This is an optimization exercise on Yosys and OpenROAD, whose aim is small area, not a production implementation. At most, simulation tests tie the RTL to the original design; equivalence was not proved. Power figures rest on the tool's default switching activity, not on a simulated workload.

run 1:
Design cfg_commit_ctrl, start of the top module:
module cfg_commit_ctrl
#(
    parameter int unsigned NREGS       = efi_cfg_pkg::NUM_REGS,
    parameter int unsigned TIMEOUT_CYC = 1000000
) (
    input  logic                   clk,
    input  logic                   rst_n,
    input  logic                   wr_en,
    input  logic [3:0]             wr_addr,
    input  logic [15:0]            wr_data,
    input  logic                   commit_req,
    input  logic                   abort,
    input  logic                   synced,
    input  logic                   trigger,
    input  logic [5:0]             outputs_busy,
    output logic [NREGS*16-1:0]    active_regs,
    output logic                   shadow_dirty,
    output logic                   commit_pending,
    output logic                   commit_done,
    output logic                   commit_err,
    output logic [2:0]             err_code
);
For scale: roughly 1900 cells after synthesis, roughly 540 flip-flops, roughly 22000 sq um of cells after synthesis.
make LEC_CHECK=0 CAP_MARGIN=20 CORE_MARGIN=2 CORE_UTILIZATION=40 CTS_CLUSTER_DIAMETER=50 CTS_CLUSTER_SIZE=20 SLEW_MARGIN=20 finish   # period 10.0 ns
run.sh (not shown) runs the stock make flow with config.mk's settings and CLKGATE_MAP_FILE= SYNTH_SCRIPT=/design/flow/synth_recipe.tcl, a recipe that flattens the netlist after the stock synthesis.
Run 1 finished every step from synthesis to the final layout, and the layout passed the timing, design-rule and antenna checks.
#### Input delta (run 2 over run 1)
# run 1
export LEC_CHECK = 0
export CAP_MARGIN = 20
export CORE_MARGIN = 2
export CORE_UTILIZATION = 40
export CTS_CLUSTER_DIAMETER = 50
export CTS_CLUSTER_SIZE = 20
export SLEW_MARGIN = 20
create_clock -name core_clock -period 10.0 [get_ports {clk}]
# run 2
export LEC_CHECK = 0
export CAP_MARGIN = 20
export CORE_MARGIN = 2
export CORE_UTILIZATION = 40
export CTS_CLUSTER_DIAMETER = 70
export CTS_CLUSTER_SIZE = 32
export SLEW_MARGIN = 20
create_clock -name core_clock -period 10.0 [get_ports {clk}]
Results
- Any difference in post-synthesis async set-or-reset flop share between run 2 and run 1 is small enough to ignore.
- When run 2 is measured against run 1, its all-layer global routing usage turns out 0.36 points lower.
- Run 2 against run 1; final area is down slightly.
- When run 2 is measured against run 1, its fraction of area in clock buffers and inverters turns out 1.8 points lower.
- Run 2 vs run 1, share of cell area taken by multi-input logic gates went up by 0.69 points.
Setup changes, run 2 to run 3
# run 2
export LEC_CHECK = 0
export CAP_MARGIN = 20
export CORE_MARGIN = 2
export CORE_UTILIZATION = 40
export CTS_CLUSTER_DIAMETER = 70
export CTS_CLUSTER_SIZE = 32
export SLEW_MARGIN = 20
create_clock -name core_clock -period 10.0 [get_ports {clk}]
# run 3
export LEC_CHECK = 0
export CAP_MARGIN = 20
export CORE_MARGIN = 2
export CORE_UTILIZATION = 40
export SLEW_MARGIN = 20
create_clock -name core_clock -period 10.0 [get_ports {clk}]
==> flow/flow/run.sh (new file) <==
#!/bin/bash
# Standard layout, with each port buffered by the smallest buffer cell.
set -euo pipefail
export BUFFER_PORTS_ARGS="-buffer_cell sky130_fd_sc_hd__buf_1"
bash standard.sh > flow_standard.log 2>&1
==> flow/standard.sh (new file) <==
#!/bin/bash
# synth_recipe.tcl (not shown) runs the flow's synth.tcl, then flattens the netlist and writes it again
# the make line also repeats each setting of config.mk as NAME=value (left out here)
make -C /OpenROAD-flow-scripts/flow DESIGN_CONFIG=/design/flow/config.mk WORK_HOME=/design/flow/orfs CLKGATE_MAP_FILE= SYNTH_SCRIPT=/design/flow/synth_recipe.tcl "${@:-finish}"
removed: flow/run.sh
[summary]
- When the final numbers for run 3 and run 2 were put side by side, the sequential share of layout area turned out to be greater in run 3.
- Run 3 vs run 2 — total leakage power dropped by a few percent
- Changes observed in run 3 relative to run 2: final clock period utilization by the worst path climbed 2.2 points; worst-case headroom to the max-slew limit dropped 6.3 points; clock buffer count from CTS climbed 83%; setup slack dropped 0.22 ns.
Edits applied to the flow inputs when going from run 3 to run 4:
# run 3
export LEC_CHECK = 0
export CAP_MARGIN = 20
export CORE_MARGIN = 2
export CORE_UTILIZATION = 40
export SLEW_MARGIN = 20
create_clock -name core_clock -period 10.0 [get_ports {clk}]
# run 4
export LEC_CHECK = 0
export CAP_MARGIN = 20
export CORE_MARGIN = 2
export CORE_UTILIZATION = 40
export CTS_CLUSTER_DIAMETER = 60
export CTS_CLUSTER_SIZE = 25
export SLEW_MARGIN = 20
create_clock -name core_clock -period 10.0 [get_ports {clk}]
==> flow/run.sh (new file) <==
#!/bin/bash
# synth_recipe.tcl (not shown) runs the flow's synth.tcl, then flattens the netlist and writes it again
# the make line also repeats each setting of config.mk as NAME=value (left out here)
make -C /OpenROAD-flow-scripts/flow DESIGN_CONFIG=/design/flow/config.mk WORK_HOME=/design/flow/orfs CLKGATE_MAP_FILE= SYNTH_SCRIPT=/design/flow/synth_recipe.tcl finish
removed: flow/flow/run.sh
removed: flow/standard.sh
--- outcome ---
Across run 4 and run 3, the outcome is the same: a clean finish for every run. Layout buffering overhead excluding clock cells: run 4 and run 3 compared, lower one is run 3. Fill cell total of the finished layout (run 4 over run 3): decrease, about 1.5%. Run comparison: run 4 critical path startpoint shadow[33]$_DFF_P_; run 3 critical path startpoint shadow[36]$_DFF_P_. Looking at global routing usage on met2 across run 4 and run 3, the one that comes out higher is run 4. Compared with run 3, in run 4 post-route total power went down 0.43 mW; wire length of the first global-routing pass went up 3.7%.


cfg_commit_ctrl, a different RTL version from the one above (not shown whole).
Size: about 19000 µm² of cells after synthesis.
export LEC_CHECK = 0
export CAP_MARGIN = 20
export CORE_MARGIN = 2
export CORE_UTILIZATION = 40
export CTS_BUF_LIST = sky130_fd_sc_hd__clkbuf_4
export CTS_CLUSTER_DIAMETER = 40
export CTS_CLUSTER_SIZE = 10
export SLEW_MARGIN = 20
create_clock -name core_clock -period 10.0 [get_ports {clk}]
standard.sh (not shown) runs the stock make flow with config.mk's settings and CLKGATE_MAP_FILE= SYNTH_SCRIPT=/design/flow/synth_recipe.tcl, a recipe that flattens the netlist after the stock synthesis.
==> flow/flow/run.sh <==
#!/bin/bash
# The standard layout with these changes:
#  - each port is buffered by the smallest buffer cell (buf_1);
#  - clock tree synthesis adds no dummy loads (its arguments are otherwise the
#    standard ones, with config.mk's cluster size and diameter);
#  - after the standard synthesis, flow/fa_polarity.py picks the polarity of each
#    full adder and of the AND/NAND gates feeding them so that fewer inverters
#    are needed (same logic function, same registers).
set -euo pipefail
export BUFFER_PORTS_ARGS="-buffer_cell sky130_fd_sc_hd__buf_1"
export CTS_ARGS="-sink_clustering_enable -repair_clock_nets -sink_clustering_size 10 -sink_clustering_max_diameter 40 -dont_use_dummy_load -buf_list sky130_fd_sc_hd__clkbuf_4"
R=orfs/results/${FLOW_PLATFORM}/cfg_commit_ctrl/base
bash standard.sh synth > flow_synth.log 2>&1
cp "$R/1_2_yosys.v" synth_before_polarity.v
python3 flow/fa_polarity.py synth_before_polarity.v "$R/1_2_yosys.v" > fa_polarity.log 2>&1
rm -f "$R/1_synth.odb" "$R/1_synth.sdc"
bash standard.sh > flow_standard.log 2>&1
Other scripts of this flow, unchanged in this note and not shown: flow/flow/fa_polarity.py
The baseline finished clean.
Rerun with:
--- a/flow/flow/run.sh
+++ b/flow/flow/run.sh
@@ -11 +11 @@
-export CTS_ARGS="-sink_clustering_enable -repair_clock_nets -sink_clustering_size 10 -sink_clustering_max_diameter 40 -dont_use_dummy_load -buf_list sky130_fd_sc_hd__clkbuf_4"
+export CTS_ARGS="-sink_clustering_enable -repair_clock_nets -sink_clustering_size 30 -sink_clustering_max_diameter 70 -dont_use_dummy_load"
Settings changed: CTS_BUF_LIST sky130_fd_sc_hd__clkbuf_4 to unset, CTS_CLUSTER_DIAMETER 40 to 70, CTS_CLUSTER_SIZE 10 to 30.
What happened: The new run finished clean; die area does not change; via count goes down by 2.1%; wire length decreases by 1.3%; sequential share of layout area decreases by 0.36 points; clock-buffer cell count went down by 49; utilization is higher by 0.32 points.
Rerun with:
--- a/flow/flow/run.sh
+++ b/flow/flow/run.sh
@@ -11 +11 @@
-export CTS_ARGS="-sink_clustering_enable -repair_clock_nets -sink_clustering_size 30 -sink_clustering_max_diameter 70 -dont_use_dummy_load"
+export CTS_ARGS="-sink_clustering_enable -repair_clock_nets -sink_clustering_size 16 -sink_clustering_max_diameter 50 -dont_use_dummy_load -buf_list sky130_fd_sc_hd__clkbuf_8"
Settings changed: CTS_BUF_LIST set to sky130_fd_sc_hd__clkbuf_8, CTS_CLUSTER_DIAMETER 70 to 50, CTS_CLUSTER_SIZE 30 to 16.
The changed run went through all stages and came out clean.
Fmax increases by about 2.8%.
Power decreases by about 3%.
Design area decreases by 0.53%.
Die area does not change.
Cell count increases by about 0.6%.
Utilization decreases by 0.24 points.
Clock skew increases by 0.0073 ns.
Routed wire length hardly moves.
Register-to-register slack improves by 0.17 ns.
Clock power decreases by about 9%.


== JK ==
Another version of the RTL of cfg_commit_ctrl (not shown whole).
Size in the first run: about 1800 cells after synthesis, about 20000 um2 of cells after synthesis.
clock: 10.0 ns
lec_check: 0
cap_margin: 20
core_margin: 2
core_utilization: 40
cts_cluster_diameter: 70
cts_cluster_size: 30
slew_margin: 20
==> flow/flow/run.sh <==
#!/bin/bash
# The standard layout with two changes:
#  - each port is buffered by the smallest buffer cell (buf_1);
#  - after the standard synthesis, flow/fa_polarity.py picks the polarity of each
#    full adder and of the AND/NAND gates feeding them so that fewer inverters
#    are needed (same logic function, same registers).
set -euo pipefail
export BUFFER_PORTS_ARGS="-buffer_cell sky130_fd_sc_hd__buf_1"
R=orfs/results/${FLOW_PLATFORM}/cfg_commit_ctrl/base
bash standard.sh synth > flow_synth.log 2>&1
cp "$R/1_2_yosys.v" synth_before_polarity.v
python3 flow/fa_polarity.py synth_before_polarity.v "$R/1_2_yosys.v" > fa_polarity.log 2>&1
rm -f "$R/1_synth.odb" "$R/1_synth.sdc"
bash standard.sh > flow_standard.log 2>&1
Other scripts of this flow, unchanged in this note and not shown: flow/flow/fa_polarity.py
Input-level comparison between MS and JK:
diff --git a/flow/flow/run.sh b/flow/flow/run.sh
--- a/flow/flow/run.sh
+++ b/flow/flow/run.sh
@@ -1,4 +1,6 @@
 #!/bin/bash
-# The standard layout with two changes:
+# The standard layout with these changes:
 #  - each port is buffered by the smallest buffer cell (buf_1);
+#  - clock tree synthesis adds no dummy loads (its arguments are otherwise the
+#    standard ones, with config.mk's cluster size and diameter);
 #  - after the standard synthesis, flow/fa_polarity.py picks the polarity of each
@@ -8,2 +10,3 @@
 export BUFFER_PORTS_ARGS="-buffer_cell sky130_fd_sc_hd__buf_1"
+export CTS_ARGS="-sink_clustering_enable -repair_clock_nets -sink_clustering_size 30 -sink_clustering_max_diameter 70 -dont_use_dummy_load"
 R=orfs/results/${FLOW_PLATFORM}/cfg_commit_ctrl/base
--- outcome ---
Comparing MS and JK, the lower estimated wirelength of the detail-placed design was measured on JK. The final critical-path required period in MS was higher than what JK gave. Total power (higher): JK. Sequential share of power: MS > JK. In the flow results for MS and JK, the wire length is smaller on JK. Run comparison: JK launch point of the worst path shadow[17]; MS launch point of the worst path shadow[32]. As far as sequential cell area goes, JK and MS are indistinguishable; the numbers are identical. Global-route usage up 0.25 points in MS wrt JK.
No run of this note included a check of the RTL's function; only the layout flow was run.


## run A
RTL: one of the versions met above, not the one the previous note started from.
For scale: ~300 I/O pins.
clock: 10.0 ns
lec_check: 0
cap_margin: 20
core_margin: 2
core_utilization: 70
cts_buf_list: sky130_fd_sc_hd__clkbuf_2 sky130_fd_sc_hd__clkbuf_4
cts_cluster_diameter: 40
cts_cluster_size: 10
slew_margin: 20
==> flow/flow/run.sh <==
#!/bin/bash
# The standard layout with these changes:
#  - each port is buffered by the smallest buffer cell (buf_1);
#  - clock tree synthesis uses clkbuf_2 and clkbuf_4 and adds no dummy loads (its other
#    arguments are the standard ones, with config.mk's cluster size and diameter);
#  - after the standard synthesis (registers and adders untouched):
#      flow/fa_polarity.py picks the polarity of each full adder and of the
#      AND/NAND gates feeding them so that fewer inverters are needed;
#      flow/remap.ys re-maps the other combinational cells with an area-oriented
#      ABC script (a 20-second &deepsyn, then area-oriented mapping), three
#      times with different seeds, keeping the smallest result;
#      flow/fa_polarity.py runs once more on the result.
#    Each step keeps the logic function and the registers.
set -euo pipefail
export BUFFER_PORTS_ARGS="-buffer_cell sky130_fd_sc_hd__buf_1"
export CTS_ARGS="-sink_clustering_enable -repair_clock_nets -sink_clustering_size 10 -sink_clustering_max_diameter 40 -dont_use_dummy_load -buf_list {sky130_fd_sc_hd__clkbuf_2 sky130_fd_sc_hd__clkbuf_4}"
R=orfs/results/${FLOW_PLATFORM}/cfg_commit_ctrl/base
LIB=${FLOW_HOME}/platforms/${FLOW_PLATFORM}/lib/sky130_fd_sc_hd__tt_025C_1v80.lib
YOSYS=${FLOW_HOME}/../tools/install/yosys/bin/yosys
[[ -x "$YOSYS" ]] || YOSYS=yosys
bash standard.sh synth > flow_synth.log 2>&1
cp "$R/1_2_yosys.v" synth_standard.v
python3 flow/fa_polarity.py synth_standard.v remap_in.v > fa_polarity.log 2>&1
best=""
best_area=""
for seed in 1 2 3; do
  sed -e "s|-T 20|-T 20 -S $seed|" flow/remap.abc > "remap_$seed.abc"
  sed -e "s|{LIB}|$LIB|g" -e "s|{TOP}|$FLOW_TOP|g" -e "s|flow/remap.abc|remap_$seed.abc|" \
      -e "s|remap_out.v|remap_out_$seed.v|" -e "s|remap_stat.txt|remap_stat_$seed.txt|" \
      flow/remap.ys > "remap_run_$seed.ys"
  "$YOSYS" -s "remap_run_$seed.ys" > "remap_$seed.log" 2>&1
  area=$(sed -nE "s/.*Chip area for module .*: ([0-9.]+).*/\1/p" "remap_stat_$seed.txt")
  echo "seed $seed: area $area" >> remap_choice.log
  if [[ -z "$best" ]] || awk -v a="$area" -v b="$best_area" 'BEGIN { exit !(a < b) }'; then
    best=$seed
    best_area=$area
  fi
done
echo "kept seed $best" >> remap_choice.log
python3 flow/fa_polarity.py "remap_out_$best.v" "$R/1_2_yosys.v" >> fa_polarity.log 2>&1
rm -f "$R/1_synth.odb" "$R/1_synth.sdc"
bash standard.sh > flow_standard.log 2>&1
==> flow/flow/remap.abc <==
strash
&get -n
&st
&deepsyn -T 20
&dch
&nf -a
&put
topo
Other scripts of this flow, unchanged in this note and not shown: flow/flow/fa_polarity.py, flow/flow/remap.ys
Modified inputs, run B compared to run A
- CORE_UTILIZATION changed from 70 to 40
- CTS_BUF_LIST changed from sky130_fd_sc_hd__clkbuf_2 sky130_fd_sc_hd__clkbuf_4 to sky130_fd_sc_hd__clkbuf_8
- CTS_CLUSTER_SIZE changed from 10 to 16
- CTS_CLUSTER_DIAMETER changed from 40 to 50
==> flow/flow/run.sh <==
#!/bin/bash
# The standard layout with these changes:
#  - each port is buffered by the smallest buffer cell (buf_1);
#  - clock tree synthesis uses clkbuf_8 and adds no dummy loads (its other
#    arguments are the standard ones, with config.mk's cluster size and diameter);
#  - after the standard synthesis (registers and adders untouched):
#      flow/fa_polarity.py picks the polarity of each full adder and of the
#      AND/NAND gates feeding them so that fewer inverters are needed;
#      flow/remap.ys re-maps the other combinational cells with an area-oriented
#      ABC script;
#      flow/fa_polarity.py runs once more on the result.
#    Each step keeps the logic function and the registers.
set -euo pipefail
export BUFFER_PORTS_ARGS="-buffer_cell sky130_fd_sc_hd__buf_1"
export CTS_ARGS="-sink_clustering_enable -repair_clock_nets -sink_clustering_size 16 -sink_clustering_max_diameter 50 -dont_use_dummy_load -buf_list sky130_fd_sc_hd__clkbuf_8"
R=orfs/results/${FLOW_PLATFORM}/cfg_commit_ctrl/base
LIB=${FLOW_HOME}/platforms/${FLOW_PLATFORM}/lib/sky130_fd_sc_hd__tt_025C_1v80.lib
YOSYS=${FLOW_HOME}/../tools/install/yosys/bin/yosys
[[ -x "$YOSYS" ]] || YOSYS=yosys
bash standard.sh synth > flow_synth.log 2>&1
cp "$R/1_2_yosys.v" synth_standard.v
python3 flow/fa_polarity.py synth_standard.v remap_in.v > fa_polarity.log 2>&1
sed -e "s|{LIB}|$LIB|g" -e "s|{TOP}|$FLOW_TOP|g" flow/remap.ys > remap_run.ys
"$YOSYS" -s remap_run.ys > remap.log 2>&1
python3 flow/fa_polarity.py remap_out.v "$R/1_2_yosys.v" >> fa_polarity.log 2>&1
rm -f "$R/1_synth.odb" "$R/1_synth.sdc"
bash standard.sh > flow_standard.log 2>&1
==> flow/flow/remap.abc <==
strash
&get -n
&st
&dch
&nf -a
&put
topo
Findings:
On worst setup slack after layout, run A loses to run B.
When run B is measured against run A, its design area turns out about 4% higher.
Max layout-stage area growth over the synthesis result across run A and run B: run B
NOTE combinational power run A->run B increased by a little under 10%
There was hardly any difference in combinational cell fraction of total power between run B and run A.
Delta (run B minus run A): die area rose about 74%; global-route usage decreased 12 points; per-cell via count in the routed design -0.93.
Changes observed in run B relative to run A: proportion of power drawn by the clock network rose by 4.5 points, total power after layout rose by 7.2%, total wirelength of the detailed-routed design rose by about 14%.
Modified inputs, run C compared to run B
- CORE_UTILIZATION: 40 -> 70
--- a/flow/flow/run.sh
+++ b/flow/flow/run.sh
@@ -8,5 +8,5 @@
 #      AND/NAND gates feeding them so that fewer inverters are needed;
 #      flow/remap.ys re-maps the other combinational cells with an area-oriented
-#      ABC script;
+#      ABC script (a 20-second &deepsyn, then area-oriented mapping);
 #      flow/fa_polarity.py runs once more on the result.
 #    Each step keeps the logic function and the registers.
==> flow/flow/remap.abc <==
strash
&get -n
&st
&deepsyn -T 20
&dch
&nf -a
&put
topo
==> comparison <==
Run C went all the way through the flow, and no timing, DRC or antenna check failed. Run B has completed all stages; timing, DRC and antenna checks passed. On net count after synthesis: run C sits below run B. Vias: run C above run B. Comparing synthesized cell count for run C and run B, the smaller number came from run C.
Relative to run C, the following input files were edited for run D:
- a change of CTS_BUF_LIST from sky130_fd_sc_hd__clkbuf_8 to sky130_fd_sc_hd__clkbuf_4
- a change of CTS_CLUSTER_SIZE from 16 to 10
- a change of CTS_CLUSTER_DIAMETER from 50 to 40
==> flow/flow/run.sh <==
#!/bin/bash
# The standard layout with these changes:
#  - each port is buffered by the smallest buffer cell (buf_1);
#  - clock tree synthesis uses clkbuf_4 and adds no dummy loads (its other
#    arguments are the standard ones, with config.mk's cluster size and diameter);
#  - after the standard synthesis (registers and adders untouched):
#      flow/fa_polarity.py picks the polarity of each full adder and of the
#      AND/NAND gates feeding them so that fewer inverters are needed;
#      flow/remap.ys re-maps the other combinational cells with an area-oriented
#      ABC script (a 20-second &deepsyn, then area-oriented mapping), three
#      times with different seeds, keeping the smallest result;
#      flow/fa_polarity.py runs once more on the result.
#    Each step keeps the logic function and the registers.
set -euo pipefail
export BUFFER_PORTS_ARGS="-buffer_cell sky130_fd_sc_hd__buf_1"
export CTS_ARGS="-sink_clustering_enable -repair_clock_nets -sink_clustering_size 10 -sink_clustering_max_diameter 40 -dont_use_dummy_load -buf_list sky130_fd_sc_hd__clkbuf_4"
R=orfs/results/${FLOW_PLATFORM}/cfg_commit_ctrl/base
LIB=${FLOW_HOME}/platforms/${FLOW_PLATFORM}/lib/sky130_fd_sc_hd__tt_025C_1v80.lib
YOSYS=${FLOW_HOME}/../tools/install/yosys/bin/yosys
[[ -x "$YOSYS" ]] || YOSYS=yosys
bash standard.sh synth > flow_synth.log 2>&1
cp "$R/1_2_yosys.v" synth_standard.v
python3 flow/fa_polarity.py synth_standard.v remap_in.v > fa_polarity.log 2>&1
best=""
best_area=""
for seed in 1 2 3; do
  sed -e "s|-T 20|-T 20 -S $seed|" flow/remap.abc > "remap_$seed.abc"
  sed -e "s|{LIB}|$LIB|g" -e "s|{TOP}|$FLOW_TOP|g" -e "s|flow/remap.abc|remap_$seed.abc|" \
      -e "s|remap_out.v|remap_out_$seed.v|" -e "s|remap_stat.txt|remap_stat_$seed.txt|" \
      flow/remap.ys > "remap_run_$seed.ys"
  "$YOSYS" -s "remap_run_$seed.ys" > "remap_$seed.log" 2>&1
  area=$(sed -nE "s/.*Chip area for module .*: ([0-9.]+).*/\1/p" "remap_stat_$seed.txt")
  echo "seed $seed: area $area" >> remap_choice.log
  if [[ -z "$best" ]] || awk -v a="$area" -v b="$best_area" 'BEGIN { exit !(a < b) }'; then
    best=$seed
    best_area=$area
  fi
done
echo "kept seed $best" >> remap_choice.log
python3 flow/fa_polarity.py "remap_out_$best.v" "$R/1_2_yosys.v" >> fa_polarity.log 2>&1
rm -f "$R/1_synth.odb" "$R/1_synth.sdc"
bash standard.sh > flow_standard.log 2>&1
Notes after the runs:
- Compared with run C, run D shows wire length reported by the detailed router lower by 1.8%.
- Looking at run C and run D, the buffer share of cell area is a wash.
- Compared with run C, run D is the less power-hungry design.
- [run D] switching power of the nets fell 0.45% relative to run C
- Run D vs. run C: sequential share of layout area went up 0.31 points; first-pass GRT wire length went down about 1.4%; clock power share went down 1.9 points; die area held.
- Routed wire length on met3, run C and run D: smaller value in run C
--- input diff run D..run E ---
- setting GPL_TIMING_DRIVEN to 0 for the first time
- changing CTS_BUF_LIST from sky130_fd_sc_hd__clkbuf_4 to sky130_fd_sc_hd__clkbuf_8
- changing CTS_CLUSTER_DIAMETER from 40 to 50
- changing CTS_CLUSTER_SIZE from 10 to 16
==> flow/flow/run.sh <==
#!/bin/bash
# The standard layout with these changes:
#  - each port is buffered by the smallest buffer cell (buf_1);
#  - clock tree synthesis uses clkbuf_8 and adds no dummy loads (its other
#    arguments are the standard ones, with config.mk's cluster size and diameter);
#  - after the standard synthesis (registers and adders untouched):
#      flow/fa_polarity.py picks the polarity of each full adder and of the
#      AND/NAND gates feeding them so that fewer inverters are needed;
#      flow/remap.ys re-maps the other combinational cells with an area-oriented
#      ABC script (a 20-second &deepsyn, then area-oriented mapping);
#      flow/fa_polarity.py runs once more on the result.
#    Each step keeps the logic function and the registers.
set -euo pipefail
export BUFFER_PORTS_ARGS="-buffer_cell sky130_fd_sc_hd__buf_1"
export CTS_ARGS="-sink_clustering_enable -repair_clock_nets -sink_clustering_size 16 -sink_clustering_max_diameter 50 -dont_use_dummy_load -buf_list sky130_fd_sc_hd__clkbuf_8"
R=orfs/results/${FLOW_PLATFORM}/cfg_commit_ctrl/base
LIB=${FLOW_HOME}/platforms/${FLOW_PLATFORM}/lib/sky130_fd_sc_hd__tt_025C_1v80.lib
YOSYS=${FLOW_HOME}/../tools/install/yosys/bin/yosys
[[ -x "$YOSYS" ]] || YOSYS=yosys
bash standard.sh synth > flow_synth.log 2>&1
cp "$R/1_2_yosys.v" synth_standard.v
python3 flow/fa_polarity.py synth_standard.v remap_in.v > fa_polarity.log 2>&1
sed -e "s|{LIB}|$LIB|g" -e "s|{TOP}|$FLOW_TOP|g" flow/remap.ys > remap_run.ys
"$YOSYS" -s remap_run.ys > remap.log 2>&1
python3 flow/fa_polarity.py remap_out.v "$R/1_2_yosys.v" >> fa_polarity.log 2>&1
rm -f "$R/1_synth.odb" "$R/1_synth.sdc"
bash standard.sh > flow_standard.log 2>&1
--- outcome ---
- Compare run D and run E | wire length lower: run E
- Run D ended up with err_code[1]$_SDFFE_PN0P_ as its end point of the critical path; run E ended up with err_code[2]$_SDFFE_PN0P_.
- Changes observed in run E relative to run D: number of buffers added by the clock tree synthesis step now sits lower, synthesized cell area now sits at about the same level, part of the total power dissipated in combinational logic now sits lower, largest incremental delay on the critical path now sits higher, first-pass GRT wire length now sits at about the same level.
- Compared with run D, run E degrades worst hold slack after final layout.

[port drivers added, routing unchanged]
The flow's constraints put no driver on any port. The routed layouts listed below were extracted and timed again, unchanged, in two steps. Step 1, drivers: a clkbuf_16 drives clk and a buf_2 each remaining input, both assumed. Step 2 times the ports against the registers' clock, not the clock port: input delays grow and output delays shrink by t, the midpoint of the rising clock arrivals with the driver on. Three values: no drivers, after step 1, after step 2; two values: the first two.
| run | t, ns | setup slack, ns | hold slack, ns |
|---|---|---|---|
| run 1 | 0.655 | 3.734 / 3.734 / 3.734 | 0.412 / 0.412 / 0.412 |
| run 2 | 0.694 | 3.722 / 3.722 / 3.722 | 0.419 / 0.419 / 0.419 |
| run 3 | 0.667 | 3.500 / 3.500 / 3.500 | 0.404 / 0.404 / 0.404 |
| run 4 | 0.645 | 3.726 / 3.726 / 3.726 | 0.416 / 0.416 / 0.416 |
| the first run of note 2 | 0.849 | 3.771 / 3.771 / 3.771 | 0.407 / 0.407 / 0.407 |
| the second run of note 2 | 0.635 | 3.632 / 3.632 / 3.632 | 0.406 / 0.406 / 0.406 |
| the third run of note 2 | 0.677 | 3.805 / 3.805 / 3.805 | 0.407 / 0.407 / 0.407 |
| JK | 0.684 | 0.683 / 0.683 / 0.683 | 0.407 / 0.407 / 0.407 |
| MS | 0.648 | 0.660 / 0.660 / 0.660 | 0.397 / 0.397 / 0.397 |
| run A | 0.773 | 3.014 / 3.014 / 3.014 | 0.359 / 0.359 / 0.359 |
| run B | 0.684 | 3.325 / 3.325 / 3.325 | 0.368 / 0.368 / 0.368 |
| run C | 0.594 | 3.517 / 3.517 / 3.517 | 0.413 / 0.413 / 0.413 |
| run D | 0.747 | 3.772 / 3.772 / 3.772 | 0.386 / 0.386 / 0.386 |
| run E | 0.594 | 3.620 / 3.620 / 3.620 | 0.368 / 0.368 / 0.368 |
After both steps setup and hold are still met in every run listed.
